This is an optimization exercise on Yosys and OpenROAD, whose aim is small area, a short achievable clock period and few clock cycles per item, not a production implementation.
Only simulation tests tie the RTL to the original design; equivalence was not proved.
Power is estimated from default activity; no workload was simulated.

==> try-pepper: inputs <==
==> flow/design.v <==
package dwab_pkg;
    localparam int CFG_BITS       = 7;
    localparam int CFG_INDEX_BITS = 1;
    localparam logic [CFG_BITS-1:0] LONG_WINDOW_RESET  = 7'd42;
    localparam logic [CFG_BITS-1:0] SHORT_WINDOW_RESET = 7'd7;
endpackage
import dwab_pkg::*;
module dwab_back #(
    parameter int STAGES = 6,
    parameter int ITERS  = 2
) (
    input  logic        clk,
    input  logic        rst_n,
    input  logic        en,
    input  logic        valid_c,
    input  logic [17:0] lsum,
    input  logic [17:0] ssum,
    input  logic [6:0]  ld,
    input  logic [6:0]  sd,
    output logic        busy,
    output logic        res_valid,
    output logic [12:0] res
);
    function automatic logic [17:0] div_step(input logic [17:0] w, input logic [6:0] d);
        logic [6:0] t;
        logic [7:0] diff;
        logic       ge;
        t    = w[17:11];
        diff = {1'b0, t} - {1'b0, d};
        ge   = !diff[7];
        div_step = {ge ? diff[5:0] : t[5:0], w[10:0], ge};
    endfunction
    logic [17:0]     wl [STAGES];
    logic [17:0]     ws [STAGES];
    logic [17:0]     nl [STAGES];
    logic [17:0]     ns [STAGES];
    logic [STAGES-1:0] vd;
    always_comb
    begin
        for (int j = 0; j < STAGES; j++)
        begin
            if (j == 0)
            begin
                nl[j] = lsum;
                ns[j] = ssum;
            end
            else
            begin
                nl[j] = wl[j-1];
                ns[j] = ws[j-1];
            end
            for (int i = 0; i < ITERS; i++)
            begin
                nl[j] = div_step(nl[j], ld);
                ns[j] = div_step(ns[j], sd);
            end
        end
    end
    always_ff @(posedge clk or negedge rst_n)
    begin
        if (!rst_n)
            vd <= '0;
        else if (en)
            vd <= {vd[STAGES-2:0], valid_c};
    end
    always_ff @(posedge clk)
    begin
        if (en)
        begin
            for (int j = 0; j < STAGES; j++)
            begin
                wl[j] <= nl[j];
                ws[j] <= ns[j];
            end
        end
    end
    logic [5:0]         rl, rs;
    logic [11:0]        ql, qs;
    logic [11:0]        u_r, v_r;
    logic signed [13:0] dq_r1, dq_r2;
    logic               vr1, vr2;
    logic [12:0]        den;
    logic signed [15:0] g2, t1, t2;
    logic               c1, c1s, c2, c2s, dpos, dneg, inc_r, dec_r;
    assign rl = wl[STAGES-1][17:12];
    assign ql = wl[STAGES-1][11:0];
    assign rs = ws[STAGES-1][17:12];
    assign qs = ws[STAGES-1][11:0];
    assign g2   = $signed({3'b000, u_r, 1'b0}) - $signed({3'b000, v_r, 1'b0});
    assign t1   = g2 - $signed({3'b000, den});
    assign t2   = g2 + $signed({3'b000, den});
    assign c1   = !t1[15];
    assign c1s  = !t1[15] && (t1 != 16'sd0);
    assign c2   = t2[15] || (t2 == 16'sd0);
    assign c2s  = t2[15];
    assign dpos = !dq_r1[13] && (dq_r1 != 14'sd0);
    assign dneg = dq_r1[13];
    always_ff @(posedge clk or negedge rst_n)
    begin
        if (!rst_n)
        begin
            vr1 <= 1'b0;
            vr2 <= 1'b0;
        end
        else if (en)
        begin
            vr1 <= vd[STAGES-1];
            vr2 <= vr1;
        end
    end
    always_ff @(posedge clk)
    begin
        den <= 13'(ld * sd);     
        if (en)
        begin
            u_r   <= 12'({6'd0, rl} * {5'd0, sd});
            v_r   <= 12'({6'd0, rs} * {5'd0, ld});
            dq_r1 <= $signed({2'b00, ql}) - $signed({2'b00, qs});
            dq_r2 <= dq_r1;
            inc_r <= dneg ? c1s : c1;
            dec_r <= dpos ? c2s : c2;
        end
    end
    assign res       = 13'(dq_r2 + (inc_r ? 14'sd1 : dec_r ? -14'sd1 : 14'sd0));
    assign res_valid = vr2;
    assign busy      = valid_c | (|vd) | vr1 | vr2;
endmodule
import dwab_pkg::*;
module dual_window_average_balance (
    input  logic                                clk,
    input  logic                                rst_n,
    input  logic                                in_valid,
    output logic                                in_ready,
    input  logic [11:0]                         in_sample,
    input  logic                                in_last,
    output logic                                out_valid,
    input  logic                                out_ready,
    output logic [12:0]                         out_balance,
    input  logic                                cfg_wen,
    input  logic [dwab_pkg::CFG_INDEX_BITS-1:0] cfg_index,
    input  logic [dwab_pkg::CFG_BITS-1:0]       cfg_data
);
    localparam int DEPTH = 64;
    logic [6:0] long_window_reg, short_window_reg;
    logic [6:0] long_c, short_c, st;
    logic [5:0] lt1, st1;                
    logic       cfg_wen_d;
    function automatic logic [6:0] clamp_len(input logic [6:0] v);
        if (v == 7'd0)
            clamp_len = 7'd1;
        else if (v > 7'd64)
            clamp_len = 7'd64;
        else
            clamp_len = v;
    endfunction
    assign long_c  = clamp_len(long_window_reg);
    assign short_c = clamp_len(short_window_reg);
    assign st      = (short_c > long_c) ? long_c : short_c;
    always_ff @(posedge clk or negedge rst_n)
    begin
        if (!rst_n)
        begin
            long_window_reg  <= LONG_WINDOW_RESET;
            short_window_reg <= SHORT_WINDOW_RESET;
            lt1              <= 6'(LONG_WINDOW_RESET - 7'd1);
            st1              <= 6'(SHORT_WINDOW_RESET - 7'd1);
            cfg_wen_d        <= 1'b0;
        end
        else
        begin
            if (cfg_wen)
            begin
                if (cfg_index == 1'b0)
                    long_window_reg <= cfg_data;
                else
                    short_window_reg <= cfg_data;
            end
            lt1       <= 6'(long_c - 7'd1);
            st1       <= 6'(st - 7'd1);
            cfg_wen_d <= cfg_wen;
        end
    end
    logic        in_ready_reg;
    logic        valid_a, last_a;
    logic [11:0] x_a;
    logic [11:0] hist [DEPTH];
    logic [6:0]  vc;             
    logic [6:0]  fill;           
    logic [5:0]  lm1, sm1;
    logic        pre_l, pre_s;
    logic [6:0]  ld, sd;         
    logic [5:0]  ld1, sd1;
    logic        en;             
    logic        issue, adj;
    logic [11:0] rd_l, rd_s, h_l, h_s;
    logic [6:0]  fill_inc;
    logic        emit;
    logic [1:0]  op_l, op_s;     
    logic [5:0]  lm1_n, sm1_n;
    logic        pre_l_n, pre_s_n;
    assign issue = en && valid_a;
    assign adj   = en && !valid_a;
    assign rd_l = hist[lm1];
    assign rd_s = hist[sm1];
    assign h_l  = ({1'b0, lm1} < vc) ? rd_l : 12'd0;
    assign h_s  = ({1'b0, sm1} < vc) ? rd_s : 12'd0;
    assign fill_inc = (fill < 7'd64) ? fill + 7'd1 : fill;
    assign emit     = (fill_inc > {1'b0, lm1});
    function automatic logic [8:0] adjust(input logic [5:0] m1, input logic pre,
                                          input logic [5:0] t1);
        logic [1:0] op;
        logic       p;
        logic [5:0] m;
        op = 2'd0;
        p  = pre;
        m  = m1;
        if (!pre)
        begin
            if (t1 > m1)
            begin
                m = m1 + 6'd1;
                p = 1'b1;
            end
            else if (t1 < m1)
            begin
                op = 2'd3;
                m  = m1 - 6'd1;
            end
        end
        else
        begin
            if (t1 >= m1)
            begin
                op = 2'd2;
                if (t1 == m1)
                    p = 1'b0;
                else
                    m = m1 + 6'd1;
            end
            else
            begin
                m = m1 - 6'd1;
                p = 1'b0;
            end
        end
        adjust = {op, p, m};
    endfunction
    always_comb
    begin
        op_l    = 2'd0;
        op_s    = 2'd0;
        lm1_n   = lm1;
        sm1_n   = sm1;
        pre_l_n = pre_l;
        pre_s_n = pre_s;
        if (issue)
        begin
            op_l = 2'd1;
            op_s = 2'd1;
        end
        else if (adj)
        begin
            {op_l, pre_l_n, lm1_n} = adjust(lm1, pre_l, lt1);
            {op_s, pre_s_n, sm1_n} = adjust(sm1, pre_s, st1);
        end
    end
    logic [1:0]  op_l_b, op_s_b;
    logic [11:0] x_b, h_l_b, h_s_b;
    logic        valid_b;
    logic [17:0] lsum, ssum;
    logic        valid_c;
    logic [17:0] a_l, b_l, a_s, b_s;
    always_comb
    begin
        a_l = (op_l_b == 2'd1) ? 18'(x_b) : (op_l_b == 2'd2) ? 18'(h_l_b) : 18'd0;
        b_l = (op_l_b == 2'd1 || op_l_b == 2'd3) ? 18'(h_l_b) : 18'd0;
        a_s = (op_s_b == 2'd1) ? 18'(x_b) : (op_s_b == 2'd2) ? 18'(h_s_b) : 18'd0;
        b_s = (op_s_b == 2'd1 || op_s_b == 2'd3) ? 18'(h_s_b) : 18'd0;
    end
    always_ff @(posedge clk or negedge rst_n)
    begin
        if (!rst_n)
        begin
            valid_a <= 1'b0;
            vc      <= '0;
            fill    <= '0;
            lm1     <= 6'(LONG_WINDOW_RESET - 7'd1);
            sm1     <= 6'(SHORT_WINDOW_RESET - 7'd1);
            pre_l   <= 1'b0;
            pre_s   <= 1'b0;
            op_l_b  <= 2'd0;
            op_s_b  <= 2'd0;
            valid_b <= 1'b0;
            lsum    <= '0;
            ssum    <= '0;
            valid_c <= 1'b0;
        end
        else
        begin
            valid_a <= (in_valid && in_ready_reg) || (valid_a && !en);
            if (en)
            begin
                if (issue)
                begin
                    vc   <= (vc < 7'd64) ? vc + 7'd1 : vc;
                    fill <= last_a ? 7'd0 : fill_inc;
                end
                lm1     <= lm1_n;
                sm1     <= sm1_n;
                pre_l   <= pre_l_n;
                pre_s   <= pre_s_n;
                op_l_b  <= op_l;
                op_s_b  <= op_s;
                valid_b <= issue && emit;
                lsum    <= lsum + a_l - b_l;
                ssum    <= ssum + a_s - b_s;
                valid_c <= valid_b;
            end
        end
    end
    always_ff @(posedge clk)
    begin
        if (in_ready_reg)
        begin
            x_a    <= in_sample;
            last_a <= in_last;
        end
        if (issue)
        begin
            hist[0] <= x_a;
            for (int k = 1; k < DEPTH; k++)
                hist[k] <= hist[k-1];
        end
        if (en)
        begin
            x_b   <= x_a;
            h_l_b <= h_l;
            h_s_b <= h_s;
        end
    end
    logic        pipe_busy;
    logic        res_valid;
    logic [12:0] res;
    dwab_back u_back (
        .clk       (clk),
        .rst_n     (rst_n),
        .en        (en),
        .valid_c   (valid_c),
        .lsum      (lsum),
        .ssum      (ssum),
        .ld        (ld),
        .sd        (sd),
        .busy      (pipe_busy),
        .res_valid (res_valid),
        .res       (res)
    );
    logic        valid_o, valid_s;
    logic [12:0] data_o, data_s;
    logic        load_o, valid_s_next, sync;
    assign en          = !valid_s;
    assign load_o      = out_ready || !valid_o;
    assign out_valid   = valid_o;
    assign out_balance = data_o;
    assign in_ready    = in_ready_reg;
    assign valid_s_next = valid_s ? !out_ready : (valid_o && !out_ready && res_valid);
    assign sync = !pre_l && !pre_s && (lm1 == lt1) && (sm1 == st1) && (ld1 == lm1)
               && (sd1 == sm1);
    always_ff @(posedge clk or negedge rst_n)
    begin
        if (!rst_n)
        begin
            in_ready_reg <= 1'b0;
            valid_o      <= 1'b0;
            valid_s      <= 1'b0;
            ld           <= LONG_WINDOW_RESET;
            sd           <= SHORT_WINDOW_RESET;
            ld1          <= 6'(LONG_WINDOW_RESET - 7'd1);
            sd1          <= 6'(SHORT_WINDOW_RESET - 7'd1);
        end
        else
        begin
            valid_s <= valid_s_next;
            if (load_o)
                valid_o <= valid_s || res_valid;
            if (!pipe_busy && !valid_b)
            begin
                ld  <= {1'b0, lm1} + 7'd1;
                sd  <= {1'b0, sm1} + 7'd1;
                ld1 <= lm1;
                sd1 <= sm1;
            end
            in_ready_reg <= !valid_s_next && !cfg_wen && !cfg_wen_d && sync;
        end
    end
    always_ff @(posedge clk)
    begin
        if (load_o)
            data_o <= valid_s ? data_s : res;
        if (!valid_s && !load_o)
            data_s <= res;
    end
endmodule
==> flow/run.sh <==
#!/bin/bash
# synth_recipe.tcl (not shown) runs the flow's synth.tcl, then flattens the netlist and writes it again
# the make line also repeats each setting of config.mk as NAME=value (left out here)
make -C /OpenROAD-flow-scripts/flow DESIGN_CONFIG=/design/flow/config.mk WORK_HOME=/design/flow/orfs CLKGATE_MAP_FILE= SYNTH_SCRIPT=/design/flow/synth_recipe.tcl finish
==> flow/config.mk <==
export PLATFORM = sky130hd
export DESIGN_NAME = dual_window_average_balance
export DESIGN_NICKNAME = dual_window_average_balance
export VERILOG_FILES = /design/flow/design.v
export SDC_FILE = /design/flow/constraint.sdc
export NUM_CORES = 4
export LEC_CHECK = 0
export ABC_CLOCK_PERIOD_IN_PS = 2500
export CAP_MARGIN = 20
export CORE_MARGIN = 2
export CORE_UTILIZATION = 40
export SETUP_SLACK_MARGIN = 3.2
export SLEW_MARGIN = 20
==> flow/constraint.sdc <==
create_clock -name core_clock -period 6.0 [get_ports {clk}]
set_input_delay 1.2000 -clock core_clock [delete_from_list [all_inputs] [get_ports {clk}]]
set_output_delay 1.2000 -clock core_clock [all_outputs]
set_load 0.01 [all_outputs]
==> try-quartz (differences from try-pepper) <==
ABC_CLOCK_PERIOD_IN_PS = unset   (was 2500)
SETUP_SLACK_MARGIN = unset   (was 3.2)
==> comparison table <==
metric                                                         try-pepper  try-quartz
Ratio of cells with drive above 1 in the final layout               30.4%       12.0%
Run status                               no timing/DRC/antenna violations  no timing/DRC/antenna violations
Total of plain and repair buffers excluding clock buffers             851         245
Post-route design area                                         86,300 µm²  74,900 µm²
Post-Layout Cell Count                                              8,468       7,868
Fill count                                                         13,800      14,800
Share of the clock period used by the worst path after layout       71.7%       89.2%
Worst setup path startpoint                                         sd[1]       ld[1]
Wire length of the first global-routing pass                   403,000 µm  371,000 µm
Setup repair after global routing missed its margin                  true       false
Flip-flop and latch share of the layout cell area                   43.0%       49.4%
Area of the multi-input gates                                  31,500 µm²  27,000 µm²
Final HPWL from detailed placement                             179,000 µm  177,000 µm
Number of global-route vias before repair                          51,800      48,300
Clock buffer cells                                                    178         179
Power density over the cells                                   788 nW/µm²  693 nW/µm²
Non-clock inverter count in the final layout                          355         354
Relative contribution of combinational cells to total power         67.2%       56.9%
Slew Limit Headroom                                                 21.6%       5.47%
Cell depth of the worst flop-to-flop path                              20          18
Vias                                                               55,000      51,400
Number of buffers and inverters on the critical path                    4           2
Met3 layer usage reported by global route                           15.1%       14.7%
DP Area                                                        70,200 µm²  70,100 µm²
Testbench counts of try-pepper, summed over its fixed seeds: cycles 22,324, samples 19,200.
Testbench counts of try-quartz, summed over its fixed seeds: cycles 22,324, samples 19,200.

## re-timing with driven ports
In the flow no input, the clock included, has a driving cell. The finished layouts below were timed again as built, in two steps.
Step 1, drivers: a clkbuf_16 drives clk and a buf_2 each remaining input, both assumed.
Step 2 times the ports against the registers' clock, not the clock port: input delays grow and output delays shrink by t, the midpoint of the rising clock arrivals with the driver on.
a / b / c = no drivers / after step 1 / after step 2; a / b = the first two.
| run | shift t [ns] | setup WS [ns] | hold WS [ns] |
|---|---|---|---|
| try-pepper | 0.863 | 1.697 / 1.697 / 1.697 | 0.393 / 0.356 / 0.393 |
| try-quartz | 0.865 | 0.647 / 0.647 / 0.647 | 0.416 / 0.384 / 0.416 |
After both steps setup and hold are still met in every run listed.
